Background: an optimization exercise with open tools, aiming at small area. Do not read the settings as production practice.
RTL that was checked went through simulation tests only; none was proved equivalent to the original. The flow treats the clock pin as an ideal source, which a real chip does not have.

==> flow/design.v (excerpt) <==
module rv_core_top (
    input  logic           clk,
    input  logic           rst_n,
    input  logic           inst_valid_i,
    input  logic [31:0]    inst_i,
    output logic           inst_allowin_o,
    output logic           retire_valid_o,
    output logic [38:0]    retire_o,
    input  logic           retire_ready_i
);
Size: ~1800 cells after synthesis, roughly 1100 flip-flops.
Settings: LEC_CHECK=0, ABC_AREA=1, CAP_MARGIN=20, CORE_MARGIN=2, CORE_UTILIZATION=50, SLEW_MARGIN=20; clock period 10.0 ns.
standard.sh (not shown) runs the stock make flow with config.mk's settings and CLKGATE_MAP_FILE= SYNTH_SCRIPT=/design/flow/synth_recipe.tcl, a recipe that flattens the netlist after the stock synthesis.
==> flow/flow/run.sh <==
#!/bin/bash
# The standard ORFS layout (standard.sh) with three changes:
#  - synthesis maps with an area-oriented ABC script (flow/abc.script);
#    everything else in synthesis is the standard script, so the
#    registers and their names are the standard ones
#  - ports are buffered with sky130_fd_sc_hd__buf_1
#  - clock tree synthesis inserts no dummy loads and uses larger sink clusters
# Each tool's output stays in orfs/logs/; make's output goes to flow.log.
set -euo pipefail
W=$PWD
export BUFFER_PORTS_ARGS="-buffer_cell sky130_fd_sc_hd__buf_1"
export CTS_ARGS="-sink_clustering_enable -repair_clock_nets -dont_use_dummy_load -sink_clustering_size 36 -sink_clustering_max_diameter 80"
sed "s#SYNTH_SCRIPT=[^ ]*#SYNTH_SCRIPT=$W/flow/synth.tcl#" standard.sh > own_standard.sh
bash own_standard.sh > flow.log 2>&1
==> flow/flow/abc.script <==
&get -n
&st
&dch -f
&nf -R 1000
&put
==> flow/flow/synth.tcl <==
# synth_recipe.tcl with one change: ABC maps with flow/abc.script
set own_abc_script [file join [file dirname [file normalize [info script]]] abc.script]
proc synth {args} { yosys synth -nofsm -noshare {*}$args }
proc abc {args} {
  set i [lsearch -exact $args -script]
  if { $i >= 0 } {
    set args [lreplace $args $i [expr {$i + 1}] -script $::own_abc_script]
  }
  yosys abc {*}$args
}
source $::env(SCRIPTS_DIR)/synth.tcl
# left out here: clear keep_hierarchy, flatten, clean up, hide names made inside functions, write 1_2_yosys.v
==> next run, changes <==
--- a/flow/design.v
+++ b/flow/design.v
@@ -17,19 +17,27 @@
     input  logic [1:0] wdig_i,     
     input  logic [4:0] raddr1_i,
     input  logic [4:0] raddr2_i,
     output logic [1:0] rdig1_o,
     output logic [1:0] rdig2_o
 );
     logic [31:0][1:0] head;
+    logic [3:0]       we_hi;
+    logic [7:0]       we_lo;
     assign head[0] = 2'b00;
+    for (genvar i = 0; i < 4; i++) begin : g_hi
+        assign we_hi[i] = clr_i || (wen_i && waddr_i[4:3] == 2'(i));
+    end
+    for (genvar i = 0; i < 8; i++) begin : g_lo
+        assign we_lo[i] = clr_i || waddr_i[2:0] == 3'(i);
+    end
     for (genvar r = 1; r < 32; r++) begin : g_x
         logic [31:0] ring;
         logic        we;
-        assign we      = clr_i || (wen_i && waddr_i == 5'(r));
+        assign we      = we_hi[r / 8] && we_lo[r % 8];
         assign head[r] = we ? wdig_i : ring[1:0];
         always_ff @(posedge clk)
             ring <= {head[r], ring[31:2]};
     end
     assign rdig1_o = head[raddr1_i];
     assign rdig2_o = head[raddr2_i];
 endmodule
@@ -181,15 +189,15 @@
         for (int j = 0; j < 32; j++)
             tb[j] = tb_en && 5'(j) >= thr;
         for (int j = 0; j < 32; j++) begin
             logic up;
             logic tbm2;
             tbm2 = j >= 2 ? tb[(j + 30) % 32] : 1'b0;
             up   = j < 30 ? r_o[(j + 2) % 32] : top[j % 2];
-            en[j] = act_i && !(late && tbm2);
+            en[j] = act_i && !(late && (j >= 2 ? tb[((j & ~1) + 30) % 32] : 1'b0));
             if (tb[j])
                 nxt[j] = tbm2 ? fillv : (j % 2 == 1 ? v_odd : v_even);
             else
                 nxt[j] = up;
         end
         if (spec)
             nxt[29:26] = 4'b0000;
@@ -224,15 +232,15 @@
     logic        act_q;      
     logic        rv_q;       
     logic        wbp_q;      
     logic [31:7] ir_q;       
     logic [1:0]  cls_q;
     logic [1:0]  cls_in;
     logic [4:0]  ret_rd_q;
-    logic        ret_wen_q;
+    logic        ret_wen;
     logic        ret_ill_q;
     logic [31:0] res;
     logic        ph0;
     logic        ph15;
     logic        go0;
     logic        act;
     logic        last;
@@ -296,51 +304,33 @@
             ir_q  <= inst_i[31:7];
             cls_q <= cls_in;
         end else if (act && iv_q && shift && ph == 4'd2) begin
             ir_q[24:20] <= shamt_full;
         end
         if (last && iv_q) begin
             ret_rd_q  <= ir_q[11:7];
-            ret_wen_q <= cls_q != rv_pkg::CLS_ILL && ir_q[11:7] != 5'd0;
             ret_ill_q <= cls_q == rv_pkg::CLS_ILL;
         end
     end
+    logic [3:0] imm_sel;
+    logic [31:12] imm_f;
+    assign imm_f   = ir_q[31:12];
+    assign imm_sel = is_lui ? ph - 4'd6 : ph + 4'd4;
     always_comb begin
-        if (is_lui) begin
-            case (ph)
-                4'd6:    imm_d = ir_q[13:12];
-                4'd7:    imm_d = ir_q[15:14];
-                4'd8:    imm_d = ir_q[17:16];
-                4'd9:    imm_d = ir_q[19:18];
-                4'd10:   imm_d = ir_q[21:20];
-                4'd11:   imm_d = ir_q[23:22];
-                4'd12:   imm_d = ir_q[25:24];
-                4'd13:   imm_d = ir_q[27:26];
-                4'd14:   imm_d = ir_q[29:28];
-                4'd15:   imm_d = ir_q[31:30];
-                default: imm_d = 2'b00;
-            endcase
-        end else begin
-            case (ph)
-                4'd0:    imm_d = ir_q[21:20];
-                4'd1:    imm_d = ir_q[23:22];
-                4'd2:    imm_d = ir_q[25:24];
-                4'd3:    imm_d = ir_q[27:26];
-                4'd4:    imm_d = ir_q[29:28];
-                4'd5:    imm_d = ir_q[31:30];
-                default: imm_d = {2{ir_q[31]}};
-            endcase
-        end
+        if (is_lui ? ph < 4'd6 : ph > 4'd5)
+            imm_d = {2{ir_q[31] && !is_lui}};
+        else
+            imm_d = imm_f[12 + 2 * imm_sel +: 2];
     end
     assign b_d = cls_q[1] ? imm_d : rs2_d;
     assign wdig = clr_q ? 2'b00 : res[1:0];
     rv_regfile regfile_i (
         .clk      (clk),
         .clr_i    (clr_q),
-        .wen_i    ((ph0 || act_q) && wbp_q && ret_wen_q),
+        .wen_i    ((ph0 || act_q) && wbp_q && ret_wen),
         .waddr_i  (ret_rd_q),
         .wdig_i   (wdig),
         .raddr1_i (ir_q[19:15]),
         .raddr2_i (ir_q[24:20]),
         .rdig1_o  (a_d),
         .rdig2_o  (rs2_d)
     );
@@ -354,10 +344,11 @@
         .alt_i    (ir_q[30]),
         .shamt_i  (ir_q[24:20]),
         .a_i      (a_d),
         .b_i      (b_d),
         .shamt_o  (shamt_full),
         .r_o      (res)
     );
+    assign ret_wen = !ret_ill_q && ret_rd_q != 5'd0;
     assign retire_valid_o = rv_q;
-    assign retire_o       = {ret_rd_q, ret_wen_q, ret_ill_q, res};
+    assign retire_o       = {ret_rd_q, ret_wen, ret_ill_q, res};
 endmodule
Outcome: The new run ran to the end with no violations. Flip-flop and latch count goes down by 1. Setup slack gains 0.20 ns. Die area goes down by 0.60%. Sequential share of layout area goes up by 0.42 points. Via count goes down by 0.46%. Critical path depth goes up by 2. Worst hold slack loses 0.010 ns.
Function not checked in the first run of this note: the RTL went through the layout flow alone.

========
== the reference run ==
Another version of the RTL of rv_core_top (not shown whole).
Size: about 1100 flip-flops.
==> flow/design.v (excerpt) <==
module rv_core_top (
    input  logic           clk,
    input  logic           rst_n,
    input  logic           inst_valid_i,
    input  logic [31:0]    inst_i,
    output logic           inst_allowin_o,
    output logic           retire_valid_o,
    output logic [38:0]    retire_o,
    input  logic           retire_ready_i
);
==> module rv_core_top, before the edit <==
module rv_core_top (
    input  logic           clk,
    input  logic           rst_n,
    input  logic           inst_valid_i,
    input  logic [31:0]    inst_i,
    output logic           inst_allowin_o,
    output logic           retire_valid_o,
    output logic [38:0]    retire_o,
    input  logic           retire_ready_i
);
    logic [3:0]  ph;
    logic        clr_q;      
    logic        iv_q;       
    logic        act_q;      
    logic        rv_q;       
    logic        wbp_q;      
    logic [31:7] ir_q;       
    logic [1:0]  cls_q;
    logic [1:0]  cls_in;
    logic [4:0]  ret_rd_q;
    logic        ret_wen;
    logic        ret_ill_q;
    logic [31:0] res;
    logic        ph0;
    logic        ph15;
    logic        go0;
    logic        act;
    logic        last;
    logic        acc;
    logic        is_op;
    logic        is_lui;
    logic        shift;
    logic        sub;
    logic [1:0]  a_d;
    logic [1:0]  rs2_d;
    logic [1:0]  imm_d;
    logic [1:0]  b_d;
    logic [4:0]  shamt_full;
    logic [1:0]  wdig;
    rv_decode decode_i (
        .inst_i (inst_i),
        .cls_o  (cls_in)
    );
    assign ph0  = ph == 4'd0;
    assign ph15 = ph == 4'd15;
    assign go0  = (iv_q || wbp_q) && (!rv_q || retire_ready_i);
    assign act  = ph0 ? go0 : act_q;
    assign last = act && ph15;
    assign inst_allowin_o = ph15 && (!iv_q || act_q);
    assign acc            = inst_valid_i && inst_allowin_o;
    always_ff @(posedge clk or negedge rst_n) begin
        if (!rst_n) begin
            ph    <= 4'd0;
            clr_q <= 1'b1;
            iv_q  <= 1'b0;
            act_q <= 1'b0;
            rv_q  <= 1'b0;
            wbp_q <= 1'b0;
        end else begin
            ph <= ph + 4'd1;
            if (ph15)
                clr_q <= 1'b0;
            if (ph0)
                act_q <= go0;
            else if (ph15)
                act_q <= 1'b0;
            if (acc)
                iv_q <= 1'b1;
            else if (last)
                iv_q <= 1'b0;
            if (last)
                wbp_q <= iv_q;
            if (last && iv_q)
                rv_q <= 1'b1;
            else if (retire_ready_i)
                rv_q <= 1'b0;
        end
    end
    assign is_op  = cls_q == rv_pkg::CLS_OP;
    assign is_lui = cls_q == rv_pkg::CLS_LUI;
    assign shift  = !is_lui && ir_q[13:12] == 2'b01;   
    assign sub    = !is_lui && ((ir_q[14:12] == 3'b000 && is_op && ir_q[30])
                                || ir_q[14:12] == 3'b010 || ir_q[14:12] == 3'b011);
    always_ff @(posedge clk) begin
        if (acc) begin
            ir_q  <= inst_i[31:7];
            cls_q <= cls_in;
        end else if (act && iv_q && shift && ph == 4'd2) begin
            ir_q[24:20] <= shamt_full;
        end
        if (last && iv_q) begin
            ret_rd_q  <= ir_q[11:7];
            ret_ill_q <= cls_q == rv_pkg::CLS_ILL;
        end
    end
    logic [3:0] imm_sel;
    logic [31:12] imm_f;
    assign imm_f   = ir_q[31:12];
    assign imm_sel = is_lui ? ph - 4'd6 : ph + 4'd4;
    always_comb begin
        if (is_lui ? ph < 4'd6 : ph > 4'd5)
            imm_d = {2{ir_q[31] && !is_lui}};
        else
            imm_d = imm_f[12 + 2 * imm_sel +: 2];
    end
    assign b_d = cls_q[1] ? imm_d : rs2_d;
    assign wdig = clr_q ? 2'b00 : res[1:0];
    rv_regfile regfile_i (
        .clk      (clk),
        .clr_i    (clr_q),
        .wen_i    ((ph0 || act_q) && wbp_q && ret_wen),
        .waddr_i  (ret_rd_q),
        .wdig_i   (wdig),
        .raddr1_i (ir_q[19:15]),
        .raddr2_i (ir_q[24:20]),
        .rdig1_o  (a_d),
        .rdig2_o  (rs2_d)
    );
    rv_execute execute_i (
        .clk      (clk),
        .ph_i     (ph),
        .act_i    (act),
        .lui_i    (is_lui),
        .sub_i    (sub),
        .f3_i     (ir_q[14:12]),
        .alt_i    (ir_q[30]),
        .shamt_i  (ir_q[24:20]),
        .a_i      (a_d),
        .b_i      (b_d),
        .shamt_o  (shamt_full),
        .r_o      (res)
    );
    assign ret_wen = !ret_ill_q && ret_rd_q != 5'd0;
    assign retire_valid_o = rv_q;
    assign retire_o       = {ret_rd_q, ret_wen, ret_ill_q, res};
endmodule
==> flow/config.mk <==
export PLATFORM = sky130hd
export DESIGN_NAME = rv_core_top
export DESIGN_NICKNAME = rv_core_top
export VERILOG_FILES = /design/flow/design.v
export SDC_FILE = /design/flow/constraint.sdc
export NUM_CORES = 8
export LEC_CHECK = 0
export ABC_AREA = 1
export CAP_MARGIN = 20
export CORE_MARGIN = 2
export CORE_UTILIZATION = 50
export SLEW_MARGIN = 20
==> flow/constraint.sdc <==
create_clock -name core_clock -period 10.0 [get_ports {clk}]
set_input_delay 2.0000 -clock core_clock [delete_from_list [all_inputs] [get_ports {clk}]]
set_output_delay 2.0000 -clock core_clock [all_outputs]
set_load 0.01 [all_outputs]
Scripts as last shown in full above: flow/flow/run.sh, flow/flow/abc.script, flow/flow/synth.tcl
[inputs] the trial run vs the reference run
diff --git a/flow/design.v b/flow/design.v
--- a/flow/design.v
+++ b/flow/design.v
@@ -312,13 +312,30 @@
         end
     end
-    logic [3:0] imm_sel;
-    logic [31:12] imm_f;
-    assign imm_f   = ir_q[31:12];
-    assign imm_sel = is_lui ? ph - 4'd6 : ph + 4'd4;
     always_comb begin
-        if (is_lui ? ph < 4'd6 : ph > 4'd5)
-            imm_d = {2{ir_q[31] && !is_lui}};
-        else
-            imm_d = imm_f[12 + 2 * imm_sel +: 2];
+        if (is_lui) begin
+            case (ph)
+                4'd6:    imm_d = ir_q[13:12];
+                4'd7:    imm_d = ir_q[15:14];
+                4'd8:    imm_d = ir_q[17:16];
+                4'd9:    imm_d = ir_q[19:18];
+                4'd10:   imm_d = ir_q[21:20];
+                4'd11:   imm_d = ir_q[23:22];
+                4'd12:   imm_d = ir_q[25:24];
+                4'd13:   imm_d = ir_q[27:26];
+                4'd14:   imm_d = ir_q[29:28];
+                4'd15:   imm_d = ir_q[31:30];
+                default: imm_d = 2'b00;
+            endcase
+        end else begin
+            case (ph)
+                4'd0:    imm_d = ir_q[21:20];
+                4'd1:    imm_d = ir_q[23:22];
+                4'd2:    imm_d = ir_q[25:24];
+                4'd3:    imm_d = ir_q[27:26];
+                4'd4:    imm_d = ir_q[29:28];
+                4'd5:    imm_d = ir_q[31:30];
+                default: imm_d = {2{ir_q[31]}};
+            endcase
+        end
     end
     assign b_d = cls_q[1] ? imm_d : rs2_d;
Notes after the runs:
- Side by side, global-route wire length before repair turned out higher in the trial run than in the reference run.
- Of the trial run and the reference run, it is the trial run that has the lower period utilization.
- The proportion of layout cells with a drive suffix above 1 in the trial run sits 0.17 points below the value recorded for the reference run.
- Higher detailed-routing wirelength on met1 among the trial run and the reference run: the trial run
- Per the comparison of the trial run with the reference run, wire length up 5.3%, detailed placement HPWL up 8.1%.
- Diff the reference run -> the trial run: final design area excluding fillers now sits at about the same level, net count of the finished layout now smaller.

-- port drivers added, routing unchanged --
Ports are ideal in the flow. The routed layouts listed here were re-timed in OpenROAD. Step 1 (the two cells are an assumption about what drives the block):
set clk [get_ports {clk}]
set_driving_cell -lib_cell sky130_fd_sc_hd__clkbuf_16 $clk
set_driving_cell -lib_cell sky130_fd_sc_hd__buf_2 [delete_from_list [all_inputs] $clk]
Step 2, shift: input delay + t, output delay - t, t = (earliest + latest rising clock arrival at the registers) / 2. This alone moves slack from input paths to output paths. Slacks: no drivers / after step 1 / after step 2; pairs: no drivers / after step 1.
run | t (ns) | setup WS [ns] | hold slack, ns | worst setup path after step 2
the first run of note 1 | 0.630 | 0.987 / 0.987 / 0.987 | 0.290 / 0.290 / 0.290 | register to register
the second run of note 1 | 0.629 | 1.185 / 1.185 / 1.185 | 0.279 / 0.279 / 0.279 | register to register
the reference run | 0.623 | 0.891 / 0.891 / 0.891 | 0.291 / 0.291 / 0.291 | register to register
the trial run | 0.628 | 1.114 / 1.114 / 1.114 | 0.283 / 0.283 / 0.283 | register to register
After both steps every run listed still meets setup and hold.
